Source: an optimization exercise on an open RTL-to-GDS flow (aim: small area, a short achievable clock period and few clock cycles). Production flows keep margins and buffers that such runs may drop.
Only simulation tests tie the RTL to the original design; equivalence was not proved.
No activity file was given, so power comes from the tool's default toggle rates.

===== design/flow/config.mk =====
export PLATFORM = sky130hd
export DESIGN_NAME = wasm_code_stream_parser
export DESIGN_NICKNAME = wasm_code_stream_parser
export VERILOG_FILES = /design/flow/design.v
export SDC_FILE = /design/flow/constraint.sdc
export NUM_CORES = 4
export LEC_CHECK = 0
export ABC_CLOCK_PERIOD_IN_PS = 2500
export CAP_MARGIN = 20
export CORE_MARGIN = 2
export CORE_UTILIZATION = 40
export SETUP_SLACK_MARGIN = 5
export SLEW_MARGIN = 20

===== design/flow/constraint.sdc =====
create_clock -name core_clock -period 8.5 [get_ports {aclk}]
set_input_delay 1.7000 -clock core_clock [delete_from_list [all_inputs] [get_ports {aclk}]]
set_output_delay 1.7000 -clock core_clock [all_outputs]
set_load 0.01 [all_outputs]

===== design/flow/design.v =====
`timescale 1ns / 1ps
`default_nettype none
package wcsp_pkg;
    localparam int MAX_DEPTH_DEFAULT = 32;
    typedef struct packed {
        logic [7:0] in_byte;
        logic       restart;
    } in_beat_t;
    typedef struct packed {
        logic [7:0]  opcode_out;
        logic [3:0]  imm_kind;
        logic [63:0] immediate;
        logic [31:0] mem_offset;
        logic [5:0]  nest_depth;
        logic [2:0]  error_code;
        logic        expr_end;
    } out_beat_t;
    typedef enum logic [3:0] {
        MODE_OPCODE   = 4'd0,
        MODE_INDEX    = 4'd1,
        MODE_CI_IDX   = 4'd2,
        MODE_CI_RES   = 4'd3,
        MODE_MEM_RES  = 4'd4,
        MODE_ALIGN    = 4'd5,
        MODE_OFFSET   = 4'd6,
        MODE_I32      = 4'd7,
        MODE_I64      = 4'd8,
        MODE_F32      = 4'd9,
        MODE_F64      = 4'd10,
        MODE_BTYPE    = 4'd11,
        MODE_TCOUNT   = 4'd12,
        MODE_TLABEL   = 4'd13,
        MODE_TDEFAULT = 4'd14
    } mode_t;
    typedef enum logic [1:0] {
        LEB_MORE = 2'd0,
        LEB_DONE = 2'd1,
        LEB_BAD  = 2'd2
    } leb_status_t;
    localparam logic [3:0] KIND_NONE     = 4'd0;
    localparam logic [3:0] KIND_INDEX    = 4'd1;
    localparam logic [3:0] KIND_MEMARG   = 4'd2;
    localparam logic [3:0] KIND_I32      = 4'd3;
    localparam logic [3:0] KIND_I64      = 4'd4;
    localparam logic [3:0] KIND_F32      = 4'd5;
    localparam logic [3:0] KIND_F64      = 4'd6;
    localparam logic [3:0] KIND_BTYPE    = 4'd7;
    localparam logic [3:0] KIND_TLABEL   = 4'd8;
    localparam logic [3:0] KIND_TDEFAULT = 4'd9;
    localparam logic [2:0] ERR_OK        = 3'd0;
    localparam logic [2:0] ERR_OPCODE    = 3'd1;
    localparam logic [2:0] ERR_VALTYPE   = 3'd2;
    localparam logic [2:0] ERR_LEB       = 3'd3;
    localparam logic [2:0] ERR_RESERVED  = 3'd4;
    localparam logic [2:0] ERR_DEPTH     = 3'd5;
    localparam logic [1:0] LVL_IF   = 2'd2;
    localparam logic [1:0] LVL_ELSE = 2'd3;
    localparam logic [7:0] OP_ELSE = 8'h05;
    localparam logic [7:0] OP_END  = 8'h0B;
    localparam logic [7:0] BT_EMPTY = 8'h40;
    localparam logic [7:0] BT_F64   = 8'h7C;
    localparam logic [7:0] BT_I32   = 8'h7F;
    function automatic logic op_plain(input logic [7:0] b);
        op_plain = (b == 8'h00) || (b == 8'h01) || (b == 8'h0F) || (b == 8'h1A) ||
               (b == 8'h1B) || (b >= 8'h45 && b <= 8'hBF) || (b == wcsp_pkg::OP_END);
    endfunction
    function automatic mode_t op_mode(input logic [7:0] b);
        mode_t m;
        m = wcsp_pkg::MODE_OPCODE;
        if (b >= 8'h02 && b <= 8'h04) m = wcsp_pkg::MODE_BTYPE;
        else if (b == 8'h0C || b == 8'h0D || b == 8'h10 || (b >= 8'h20 && b <= 8'h24))
            m = wcsp_pkg::MODE_INDEX;
        else if (b == 8'h0E) m = wcsp_pkg::MODE_TCOUNT;
        else if (b == 8'h11) m = wcsp_pkg::MODE_CI_IDX;
        else if (b >= 8'h28 && b <= 8'h3E) m = wcsp_pkg::MODE_ALIGN;
        else if (b == 8'h3F || b == 8'h40) m = wcsp_pkg::MODE_MEM_RES;
        else if (b == 8'h41) m = wcsp_pkg::MODE_I32;
        else if (b == 8'h42) m = wcsp_pkg::MODE_I64;
        else if (b == 8'h43) m = wcsp_pkg::MODE_F32;
        else if (b == 8'h44) m = wcsp_pkg::MODE_F64;
        op_mode = m;
    endfunction
endpackage
`default_nettype wire
`timescale 1ns / 1ps
`default_nettype none
module wcsp_level_stack #(
    parameter int MAX_DEPTH = wcsp_pkg::MAX_DEPTH_DEFAULT
) (
    input  wire logic aclk,
    input  wire logic push,
    input  wire logic pop,
    input  wire logic clr_top,
    input  wire logic push_if,
    output logic      top_if
);
    logic [MAX_DEPTH-1:0] lvl;
    always_ff @(posedge aclk) begin
        if (push) begin
            lvl <= {lvl[MAX_DEPTH-2:0], push_if};
        end else if (pop) begin
            lvl <= {1'b0, lvl[MAX_DEPTH-1:1]};
        end else if (clr_top) begin
            lvl[0] <= 1'b0;
        end
    end
    assign top_if = lvl[0];
endmodule
`default_nettype wire
`timescale 1ns / 1ps
`default_nettype none
module wasm_code_stream_parser #(
    parameter int MAX_DEPTH = wcsp_pkg::MAX_DEPTH_DEFAULT
) (
    input  wire logic                aclk,
    input  wire logic                aresetn,
    input  wire logic                s_valid,
    output logic                     s_ready,
    input  wire logic [8:0]          s_data,
    output logic                     m_valid,
    input  wire logic                m_ready,
    output logic      [117:0]        m_data
);
    localparam int DW = $clog2(MAX_DEPTH + 1);
    logic       bv_reg, sv_reg;
    logic [8:0] bd_reg, sd_reg;
    logic       adv;
    logic       in_acc;
    assign s_ready = !sv_reg;
    assign in_acc  = s_valid && !sv_reg;
    always_ff @(posedge aclk) begin
        if (!aresetn) begin
            bv_reg <= 1'b0;
            sv_reg <= 1'b0;
        end else begin
            if (!bv_reg || adv) begin
                bv_reg <= sv_reg || in_acc;
                sv_reg <= 1'b0;
            end else if (in_acc) begin
                sv_reg <= 1'b1;
            end
        end
    end
    always_ff @(posedge aclk) begin
        if (!bv_reg || adv) begin
            bd_reg <= sv_reg ? sd_reg : s_data;
        end
        if (in_acc) begin
            sd_reg <= s_data;
        end
    end
    wcsp_pkg::mode_t mode_reg, mode_next;
    logic [63:0]     acc_reg, acc_next;
    logic [31:0]     aux_reg, aux_next;
    logic [3:0]      cnt_reg, cnt_next;
    logic [7:0]      op_reg;
    logic [DW-1:0]   depth_reg, depth_next;
    logic            err_reg, err_next;
    logic            m_valid_reg;
    logic [3:0]      kind_reg, kind_next;
    logic [2:0]      ecode_reg, ecode_next;
    logic            fin_reg, fin_next;
    logic [7:0]      b;
    logic            rs;
    wcsp_pkg::mode_t cur_mode;
    logic [DW-1:0]   cur_depth;
    logic            cur_err;
    logic            emit;
    assign b  = bd_reg[8:1];
    assign rs = bd_reg[0];
    assign adv = bv_reg && (!m_valid_reg || m_ready);
    assign cur_mode  = rs ? wcsp_pkg::MODE_OPCODE : mode_reg;
    assign cur_depth = rs ? '0 : depth_reg;
    assign cur_err   = rs ? 1'b0 : err_reg;
    logic m_opc, m_leb, m_l64, m_sgn, m_raw, m_f32, m_bt, m_res;
    always_comb begin
        m_opc = (cur_mode == wcsp_pkg::MODE_OPCODE);
        m_l64 = (cur_mode == wcsp_pkg::MODE_I64);
        m_sgn = (cur_mode == wcsp_pkg::MODE_I32) || (cur_mode == wcsp_pkg::MODE_I64);
        m_f32 = (cur_mode == wcsp_pkg::MODE_F32);
        m_bt  = (cur_mode == wcsp_pkg::MODE_BTYPE);
        m_raw = (cur_mode == wcsp_pkg::MODE_F32) || (cur_mode == wcsp_pkg::MODE_F64) || m_bt;
        m_res = (cur_mode == wcsp_pkg::MODE_CI_RES) || (cur_mode == wcsp_pkg::MODE_MEM_RES);
        m_leb = !m_opc && !m_raw && !m_res;
    end
    logic       leb_last, pad_bad, leb_bad, leb_more, leb_done, fill;
    always_comb begin
        leb_last = m_l64 ? (cnt_reg == 4'd9) : (cnt_reg == 4'd4);
        if (m_l64)
            pad_bad = (b[6:0] != 7'h00) && (b[6:0] != 7'h7F);
        else if (m_sgn)
            pad_bad = (b[6:3] != 4'h0) && (b[6:3] != 4'hF);
        else
            pad_bad = (b[6:4] != 3'd0);
        leb_bad  = leb_last && (b[7] || pad_bad);
        leb_more = !leb_last && b[7];
        leb_done = !b[7] && !(leb_last && pad_bad);
        fill     = m_sgn && b[6];
    end
    always_comb begin
        for (int i = 0; i < 64; i++) begin
            acc_next[i] = acc_reg[i];
            if (m_leb) begin
                if (i >= 32 && !m_l64)           acc_next[i] = 1'b0;
                else if (cnt_reg == 4'(i / 7))   acc_next[i] = b[i % 7];
                else if (cnt_reg < 4'(i / 7))    acc_next[i] = fill;
            end else if (m_raw) begin
                if (cnt_reg == 4'(i / 8))        acc_next[i] = b[i % 8];
                else if (cnt_reg < 4'(i / 8))    acc_next[i] = 1'b0;
            end
        end
    end
    logic leb_nz;
    assign leb_nz = (b[6:0] != 7'd0) || ((cnt_reg != 4'd0) && (acc_reg[31:0] != 32'd0));
    logic op_bad;
    assign op_bad = !wcsp_pkg::op_plain(b) && (wcsp_pkg::op_mode(b) == wcsp_pkg::MODE_OPCODE);
    logic btype_ok;
    assign btype_ok = (b == wcsp_pkg::BT_EMPTY) || (b >= wcsp_pkg::BT_F64 && b <= wcsp_pkg::BT_I32);
    logic push, pop, clr_top, top_if;
    always_comb begin
        mode_next  = cur_mode;
        aux_next   = aux_reg;
        cnt_next   = cnt_reg;
        depth_next = cur_depth;
        err_next   = cur_err;
        emit       = 1'b0;
        kind_next  = wcsp_pkg::KIND_NONE;
        ecode_next = wcsp_pkg::ERR_OK;
        fin_next   = 1'b0;
        push       = 1'b0;
        pop        = 1'b0;
        clr_top    = 1'b0;
        if (!cur_err) begin
            case (cur_mode)
                wcsp_pkg::MODE_OPCODE: begin
                    cnt_next  = 4'd0;
                    mode_next = wcsp_pkg::op_mode(b);
                    if (b == wcsp_pkg::OP_END) begin
                        emit = 1'b1;
                        if (cur_depth != '0) begin
                            depth_next = cur_depth - 1'b1;
                            pop        = 1'b1;
                        end else begin
                            fin_next = 1'b1;
                        end
                    end else if (b == wcsp_pkg::OP_ELSE) begin
                        emit = 1'b1;
                        if ((cur_depth != '0) && top_if) begin
                            clr_top = 1'b1;
                        end else begin
                            ecode_next = wcsp_pkg::ERR_OPCODE;
                        end
                    end else if (wcsp_pkg::op_plain(b)) begin
                        emit = 1'b1;
                    end else if (op_bad) begin
                        emit       = 1'b1;
                        ecode_next = wcsp_pkg::ERR_OPCODE;
                    end
                end
                wcsp_pkg::MODE_BTYPE: begin
                    emit      = 1'b1;
                    mode_next = wcsp_pkg::MODE_OPCODE;
                    if (!btype_ok) begin
                        ecode_next = wcsp_pkg::ERR_VALTYPE;
                    end else if (cur_depth >= DW'(MAX_DEPTH)) begin
                        ecode_next = wcsp_pkg::ERR_DEPTH;
                    end else begin
                        push       = 1'b1;
                        depth_next = cur_depth + 1'b1;
                        kind_next  = wcsp_pkg::KIND_BTYPE;
                    end
                end
                wcsp_pkg::MODE_CI_RES, wcsp_pkg::MODE_MEM_RES: begin
                    emit      = 1'b1;
                    mode_next = wcsp_pkg::MODE_OPCODE;
                    if (b != 8'd0) begin
                        ecode_next = wcsp_pkg::ERR_RESERVED;
                    end else if (cur_mode == wcsp_pkg::MODE_CI_RES) begin
                        kind_next = wcsp_pkg::KIND_INDEX;
                    end
                end
                wcsp_pkg::MODE_F32, wcsp_pkg::MODE_F64: begin
                    if (cnt_reg[2:0] == (m_f32 ? 3'd3 : 3'd7)) begin
                        emit      = 1'b1;
                        mode_next = wcsp_pkg::MODE_OPCODE;
                        kind_next = m_f32 ? wcsp_pkg::KIND_F32 : wcsp_pkg::KIND_F64;
                    end else begin
                        cnt_next = cnt_reg + 4'd1;
                    end
                end
                default: begin
                    if (leb_bad) begin
                        emit       = 1'b1;
                        mode_next  = wcsp_pkg::MODE_OPCODE;
                        ecode_next = wcsp_pkg::ERR_LEB;
                    end else if (leb_more) begin
                        cnt_next = cnt_reg + 4'd1;
                    end else begin
                        cnt_next  = 4'd0;
                        mode_next = wcsp_pkg::MODE_OPCODE;
                        case (cur_mode)
                            wcsp_pkg::MODE_INDEX: begin
                                emit      = 1'b1;
                                kind_next = wcsp_pkg::KIND_INDEX;
                            end
                            wcsp_pkg::MODE_CI_IDX: begin
                                mode_next = wcsp_pkg::MODE_CI_RES;
                            end
                            wcsp_pkg::MODE_ALIGN: begin
                                aux_next  = acc_next[31:0];
                                mode_next = wcsp_pkg::MODE_OFFSET;
                            end
                            wcsp_pkg::MODE_OFFSET: begin
                                emit      = 1'b1;
                                kind_next = wcsp_pkg::KIND_MEMARG;
                            end
                            wcsp_pkg::MODE_TCOUNT: begin
                                aux_next  = acc_next[31:0];
                                mode_next = leb_nz ? wcsp_pkg::MODE_TLABEL : wcsp_pkg::MODE_TDEFAULT;
                            end
                            wcsp_pkg::MODE_TLABEL: begin
                                emit      = 1'b1;
                                kind_next = wcsp_pkg::KIND_TLABEL;
                                aux_next  = aux_reg - 32'd1;
                                mode_next = (aux_reg != 32'd1) ? wcsp_pkg::MODE_TLABEL :
                                                                 wcsp_pkg::MODE_TDEFAULT;
                            end
                            wcsp_pkg::MODE_TDEFAULT: begin
                                emit      = 1'b1;
                                kind_next = wcsp_pkg::KIND_TDEFAULT;
                            end
                            wcsp_pkg::MODE_I32: begin
                                emit      = 1'b1;
                                kind_next = wcsp_pkg::KIND_I32;
                            end
                            default: begin
                                emit      = 1'b1;
                                kind_next = wcsp_pkg::KIND_I64;
                            end
                        endcase
                    end
                end
            endcase
            if (ecode_next != wcsp_pkg::ERR_OK) begin
                err_next   = 1'b1;
                push       = 1'b0;
                pop        = 1'b0;
                clr_top    = 1'b0;
                depth_next = cur_depth;
            end
        end
    end
    wcsp_level_stack #(
        .MAX_DEPTH (MAX_DEPTH)
    ) u_stack (
        .aclk    (aclk),
        .push    (push && adv),
        .pop     (pop && adv),
        .clr_top (clr_top && adv),
        .push_if (op_reg == 8'h04),
        .top_if  (top_if)
    );
    always_ff @(posedge aclk) begin
        if (!aresetn) begin
            mode_reg    <= wcsp_pkg::MODE_OPCODE;
            depth_reg   <= '0;
            err_reg     <= 1'b0;
            m_valid_reg <= 1'b0;
        end else begin
            if (adv) begin
                mode_reg  <= mode_next;
                depth_reg <= depth_next;
                err_reg   <= err_next;
            end
            if (adv && emit) begin
                m_valid_reg <= 1'b1;
            end else if (m_ready) begin
                m_valid_reg <= 1'b0;
            end
        end
    end
    always_ff @(posedge aclk) begin
        if (adv && !cur_err) begin
            acc_reg <= acc_next;
            aux_reg <= aux_next;
            cnt_reg <= cnt_next;
            if (m_opc) op_reg <= b;
        end
        if (adv && emit) begin
            kind_reg  <= kind_next;
            ecode_reg <= ecode_next;
            fin_reg   <= fin_next;
        end
    end
    logic        k_none, k_mem;
    logic [63:0] imm;
    logic [31:0] moff;
    assign k_none = (kind_reg == wcsp_pkg::KIND_NONE);
    assign k_mem  = (kind_reg == wcsp_pkg::KIND_MEMARG);
    assign imm    = k_mem ? {32'd0, aux_reg} : (k_none ? 64'd0 : acc_reg);
    assign moff   = k_mem ? acc_reg[31:0] : 32'd0;
    assign m_valid = m_valid_reg;
    assign m_data  = {op_reg, kind_reg, imm, moff, 6'(depth_reg), ecode_reg, fin_reg};
endmodule
`default_nettype wire

===== design/flow/run.sh =====
#!/bin/bash
# synth_recipe.tcl (not shown) runs the flow's synth.tcl, then flattens the netlist and writes it again
# the make line also repeats each setting of config.mk as NAME=value (left out here)
make -C /OpenROAD-flow-scripts/flow DESIGN_CONFIG=/design/flow/config.mk WORK_HOME=/design/flow/orfs CLKGATE_MAP_FILE= SYNTH_SCRIPT=/design/flow/synth_recipe.tcl finish

==> results.yml, run 1 <==
power_and_ir_drop:
  p_per_area_nw_per_um2: 154
  ir_drop_uv: 124
  clkPwrFrac_pct: 38.9
  switching_share_pct: 27.2
  switchingPower_uw: 596
  p_int_mw: 1.60
  leakage_nw: 5.46
  combPwrFrac_pct: 14.6
  p_total_mw: 2.19
  seq_power_share_pct: 46.5
clock_tree:
  clk_pin_slew_worst_paths_ps: 80
  h-tree-depth: 4
  cts_buffer_depth: 2
  numCtsBuffers: 17
  tritoncts: "done"
  postCtsHoldBufs: 0
  cts.sinks: 180
  insertion_delay_ps: 440
  cts-root-buf: "clkbuf_16"
global_routing:
  gr-total-overflow: 0
  grt_max_degree: 66
  track_usage_pct: 23.5
  grt_pass1_wl_um: 55200
  antenna_found_initial: 0
  grt_pass1_vias: 9485
final_layout:
  diodes: 0
  syn_to_final_growth_pct: 25.4
  layout-drive-gt1-share_pct: 25.1
  stdcell_count: 1730
  fin_area_um2: 14300
  final_nets: 1362
  largest_register_ffs: 64
setup_path:
  cpMostUsedCell: "buf_6"
  cpPeakStageDelay_ps: 480
  cp_data_required_time_ps: 6800
  path_cells: "buf_6 -> buf_6 -> or3_4 -> buf_6 -> and2_4 -> buf_6"
  crit_start: "kind_reg[0]"
  endpoint_kind: "output port"
  r2r_start: "bd_reg[3]"
  crit_arrival_ps: 2030
  start_kind: "flip-flop"
  path_class: "flip-flop to output port"
  path_max_fanout: 6
  crit_path_top_delay_cell: "or3_4"
die:
  initial_utilization_pct: 40.8
  die_h_um: 173
  die_w_um: 173
  io_pins: 133
  num_rows: 61
  die_area_um2: 29800
  design.core.area_um2: 27900
logic_synthesis:
  yosysWarnings: 2
  synthFlopType: "edfxtp_1"
  synth-edff-count: 166
  avgSynthCellArea_um2: 9.50
  synth_cells: 1199
  yosys.area.top_type_share_pct: 43.8
  asyncSetResetFlopFracSynth_pct: 0
  synth_most_common_cell: "nand2_1"
  synth_seq_area_share_pct: 46.2
  synth_seq_cells: 180
  synth_top_cell_by_area: "edfxtp_1"
  ys_top_cells_by_count: "182 x nand2_1, 166 x edfxtp_1, 79 x nor2_1"
  synth_cell_types: 79
  syn_area_um2: 11400
  syn-num-nets: 1222
  synthTopCellsByArea: "edfxtp_1 44%, nand2_1 6.0%, mux2_4 3.8%, mux2_2 3.5%, a21oi_1 3.4%"
timing:
  clock_skew_ps: 14.5
  maxSlewHeadroom_pct: 38.8
  timing.final.hold_violations: 0
  finalSetupViolCount: 0
  fin_hold_ws_ps: 551
  slew_violations: 0
  rsz0062_at_grt: "true"
  period_share_pct: 43.9
  setup_tns_ps: 0
  worst_slew_pin_slew_ps: 910
  layout_min_cycle_time_ps: 3730
  max_clock_freq_mhz: 268
status:
  outcome: "timing/DRC/antenna clean"
flow_run:
  max_cap_violations: 0
route:
  drt-total-wl_um: 36400
  drc: 0
  vias_per_cell: 5.85
  antenna_left: 0
  drtIter0Drc: 1043
  vias: 10127
  wl_per_cell_um: 21.0
  dr.pass1.iters: 5
hold_path:
  hold_path.startpoint: "sd_reg[2]"
  hp-class: "flip-flop to flip-flop"
placement:
  dpl.cell_count: 1641
  gp_congestion: 0.920
  port_buffers: 132
  post-dp-hpwl_um: 22000
  dpl_cell_area_um2: 13000
==> power by group through the flow <==
stage | Combinational, mW | Sequential [mW] | Clock [mW]
detailed placement | 0.274 | 1.04 | 0
global route | 0.342 | 1.02 | 0.893
CTS | 0.306 | 1.02 | 0.858
global placement | 0.272 | 1.04 | 0
floorplan | 0.170 | 1.03 | 0
finish | 0.320 | 1.02 | 0.854
==> stage by stage <==
stage / util, % / setup slack, ps
after floorplan: - / 4930
after global placement: 46.6 / 3770
final: 51.1 / 4770
after detailed placement: 46.6 / 3710
after CTS: 50.6 / 4800
after global routing: 51.1 / 4740
==> worst max-delay path, delay by kind of cell (launching register included) <==
kind | cells | cell delay, ps
flops | 1 | 450
simple gates | 2 | 610
buf+inv | 4 | 530
==> cells in the final DEF, fill, tap and decap left out, types with 25 or more instances in the layout <==
master           netlist  layout
a21oi_1               78      76
and2_4                 0      27
and3_1                37      36
buf_2                  3      71
buf_4                  1      36
buf_6                  1      39
clkdlybuf4s50_1        0      36
edfxtp_1             166     166
mux2_2                35      35
mux2_4                29      29
nand2_1              182     170
nand3_1               55      55
nor2_1                79      77
nor4_1                27      25
o21ai_0               69      69
==> layout make-up <==
cell class / instances / area (um^2)
Sequential cell: 180 / 5270
Tap cell: 378 / 473
Fill cell: 2650 / 13700
Clock buffer: 18 / 429
Inverter: 22 / 95.1
Timing Repair Buffer: 201 / 1830
Multi-Input combinational cell: 917 / 5990
Clock inverter: 14 / 190
==> worst paths after layout <==
kind / end / slack [ps] / cells after the start
max reg2reg: u_stack.lvl[20] / 5110 / 8
min reg2reg: bd_reg[2] / 550 / 1
max: m_data[83] / 4770 / 6
min: bd_reg[2] / 550 / 1
==> per-layer routing <==
| layer | GRT usage, % | share of wire, % | vias to the layer above |
|---|---|---|---|
| met4 | 6.07 | 1.8 | 0 |
| li1 | - | - | 4738 |
| met5 | 0 | 0 | - |
| met2 | 35.9 | 44 | 421 |
| met1 | 33.6 | 46 | 4916 |
| met3 | 5.54 | 8.3 | 52 |
==> cells by family after synthesis <==
logic type	Yosys count	synth area share, %
AOI/OAI and AO/OA	267	14.8
xor gates and xnor gates	37	2.85
adders and majority gates	11	1.19
buffers and inverters	109	4.19
DFF	180	46.2
muxes	68	7.63
and+or+nand+nor	527	23.1
==> repair_timing <==
| item | in CTS | in global routing |
|---|---|---|
| setup endpoints to repair | 248 | 232 |
| resized for setup | 454 | 45 |
| setup buffers | 35 | 8 |
| pin swaps | 49 | 30 |
| gates cloned | 11 | 3 |
Testbench counts, summed over its fixed seeds: cycles 33,140.
==> run 2: changes to the inputs <==
--- a/design/flow/config.mk
+++ b/design/flow/config.mk
@@ -5,9 +5,7 @@
 export SDC_FILE = /design/flow/constraint.sdc
 export NUM_CORES = 4
 export LEC_CHECK = 0
-export ABC_CLOCK_PERIOD_IN_PS = 2500
 export CAP_MARGIN = 20
 export CORE_MARGIN = 2
 export CORE_UTILIZATION = 40
-export SETUP_SLACK_MARGIN = 5
 export SLEW_MARGIN = 20
==> run 2 against run 1 <==
Against the previous run:
- sequential power about the same
- worst setup slack got worse by 650 ps
- highest routed layer is now met5
- non-clock buffer count decreased by 49
- wire length decreased by 13%
- critical path depth increased by 1
- die area unchanged
- first-iteration DRC count increased by 0.38%
- via count decreased by 5.9%
- core utilization decreased by 2.5 points
- global-route usage decreased by 2.6 points
==> results.yml, run 2 <==
status:
  outcome: "timing/DRC/antenna clean"
timing:
  max_clock_freq_mhz: 228
  rsz0062_at_grt: "false"
  timing.final.hold_violations: 0
  layout_min_cycle_time_ps: 4380
  setup_tns_ps: 0
  period_share_pct: 51.5
  maxSlewHeadroom_pct: 29.4
  clock_skew_ps: 15.4
  finalSetupViolCount: 0
  slew_violations: 0
  worst_slew_pin_slew_ps: 1060
die:
  initial_utilization_pct: 40.8
  die_h_um: 173
  design.core.area_um2: 27900
  die_area_um2: 29800
  num_rows: 61
  die_w_um: 173
  io_pins: 133
final_layout:
  layout_commonest_cell: "nand2_1"
  mostFrequentLayoutCells: "182 x nand2_1, 166 x edfxtp_1, 132 x clkdlybuf4s50_1"
  syn_to_final_growth_pct: 19.3
  largest_register_ffs: 64
  diodes: 0
  layout-drive-gt1-share_pct: 10.2
  fin_area_um2: 13600
  final_nets: 1306
clock_tree:
  numCtsBuffers: 17
  clk_pin_slew_worst_paths_ps: 70
  cts_buffer_depth: 2
  post_cts_buffers: 0
  cts_resized: 0
  cts.sinks: 180
  insertion_delay_ps: 440
  cts-root-buf: "clkbuf_16"
  h-tree-depth: 4
  tritoncts: "done"
  postCtsHoldBufs: 0
power_and_ir_drop:
  switching_share_pct: 26.0
  ir_drop_uv: 109
  switchingPower_uw: 552
  leakage_nw: 4.86
  seq_power_share_pct: 48.1
  p_per_area_nw_per_um2: 156
  clkPwrFrac_pct: 39.0
  combPwrFrac_pct: 12.8
  p_int_mw: 1.57
route:
  vias: 9529
  dr.pass1.iters: 7
  vias_per_cell: 5.69
  antenna_left: 0
  drc: 0
  drtIter0Drc: 1047
  wl_per_cell_um: 18.9
  drt-total-wl_um: 31600
placement:
  dpl_cell_area_um2: 13000
  post-dp-hpwl_um: 21800
  port_buffers: 132
  gp_congestion: 0.947
logic_synthesis:
  yosys.area.top_type_share_pct: 43.8
  synth_top_cell_by_area: "edfxtp_1"
  synth_cells: 1199
  synth_most_common_cell: "nand2_1"
  synthFlopType: "edfxtp_1"
  synth_cell_types: 79
  yosysWarnings: 2
  ys_top_cells_by_count: "182 x nand2_1, 166 x edfxtp_1, 79 x nor2_1"
  synthTopCellsByArea: "edfxtp_1 44%, nand2_1 6.0%, mux2_4 3.8%, mux2_2 3.5%, a21oi_1 3.4%"
  synth-edff-count: 166
  syn-num-nets: 1222
  syn_area_um2: 11400
  synth_seq_cells: 180
  asyncSetResetFlopFracSynth_pct: 0
  avgSynthCellArea_um2: 9.50
  synth_seq_area_share_pct: 46.2
setup_path:
  endpoint_kind: "flip-flop"
  crit_arrival_ps: 4440
  cp_data_required_time_ps: 8560
  path_class: "input pin to flip-flop"
  r2r_start: "mode_reg[3]"
  path_max_fanout: 9
  start_kind: "input pin"
  r2r_cells: 7
  r2r-end: "u_stack.lvl[27]"
  reg2reg_setup_slack_ps: 4290
flow_run:
  max_cap_violations: 0
hold_path:
  hold_path.startpoint: "sd_reg[7]"
  hp-class: "flip-flop to flip-flop"
  min_to: "bd_reg[7]"
  worstHoldPathCells: 1
global_routing:
  gr-total-overflow: 0
  grt_max_degree: 66
  track_usage_pct: 20.9
  antenna_found_initial: 1
  grt_pass1_vias: 8960
  grt_pass1_wl_um: 50400
## run 2: cell counts after synthesis
Identical to the previous run, type by type.
## run 2: how the worst max path moves through the flow
| stage | startpoint | to | slack (ps) | depth (start not counted) |
|---|---|---|---|---|
| 6_report | m_ready | acc_reg[52] | 4120 | 7 |
| 2_1_floorplan | m_ready | aux_reg[0] | 2520 | 5 |
| 3_3_place_gp | m_ready | acc_reg[53] | 3760 | 7 |
| 5_1_grt | m_ready | acc_reg[53] | 3950 | 7 |
| 3_5_place_dp | m_ready | acc_reg[52] | 3670 | 7 |
| 4_1_cts | kind_reg[0] | m_data[96] | 4080 | 3 |
## run 2: cells by family (layout without fill, tap and decap cells)
kind of cell | Yosys count | in the layout | share of synthesized area [%]
fa+ha+maj | 11 | 11 | 1.19
flops | 180 | 180 | 46.2
buf+inv | 109 | 206 | 4.19
mux | 68 | 68 | 7.63
xor+xnor | 37 | 37 | 2.85
simple gates | 527 | 527 | 23.1
compound gates | 267 | 267 | 14.8
## run 2: per-stage QoR
stage                     hold slack (ps)  util, %  power [mW]  setup WS [ps]  cells
final                                 552     48.6        2.12           4120   1674
after global placement                531     46.4        1.31           3760   1642
after detailed placement              533     46.4        1.31           3670   1642
after floorplan                       421        -        1.19           2520   1199
after global routing                  571     48.6        2.19           3950   1674
after CTS                             551     48.6        2.12           4080   1674
## run 2: per-layer routing
layer | wire [um] | up-vias | global-route usage, %
met4 | 310 | 2 | 4.80
met5 | 13 | - | 0
met1 | 14700 | 4527 | 30.4
met3 | 2250 | 31 | 3.63
met2 | 14300 | 371 | 32.6
li1 | - | 4598 | -
## run 2: area by class of cell
cell class | instances | area (um^2)
Inverter | 22 | 82.6
Tap cell | 378 | 473
Fill cell | 2672 | 14400
Multi-Input combinational cell | 910 | 5680
Clock inverter | 10 | 105
Clock buffer | 22 | 508
Timing Repair Buffer | 152 | 1470
Sequential cell | 180 | 5270
## run 2: critical path, cell delays in order
cell             delay [ps]
clkdlybuf4s50_1         460
nor2b_1                  70
nor2b_1                 620
nand2_1                 370
clkinv_1                130
nand2_1                 190
a221oi_1                890
## run 2: power groups by stage
| stage | clock network, mW | logic (mW) | registers (mW) |
|---|---|---|---|
| finish | 0.827 | 0.272 | 1.02 |
| global route | 0.869 | 0.298 | 1.02 |
| CTS | 0.833 | 0.271 | 1.02 |
| detailed placement | 0 | 0.270 | 1.04 |
| global placement | 0 | 0.268 | 1.04 |
| floorplan | 0 | 0.167 | 1.03 |

-- what the ideal ports hide --
In the flow no input, the clock included, has a driving cell. The finished layouts below were timed again as built, in two steps. Step 1, drivers: a clkbuf_16 drives aclk and a buf_2 each remaining input, both assumed. Step 2 adds t to the input delays and takes it off the output delays; t is the mean of the earliest and latest rising clock arrival at the registers after step 1. Input paths then give back, and output paths get back, about the clock's delay inside the block. a / b / c = no drivers / after step 1 / after step 2; a / b = the first two.
run	t (ns)	setup WS [ns]	slew at the worst register clock pin (ns)	cell pins on the clock port's net
run 1	0.479	4.767 / 4.717 / 4.664	0.08 / 0.08	1
run 2	0.486	4.120 / 4.149 / 3.663	0.08 / 0.08	1
After both steps setup and hold are still met in every run listed. The setup slack of run 2, which loses most, moves by +0.029 ns with the drivers and by -0.457 ns with both steps.
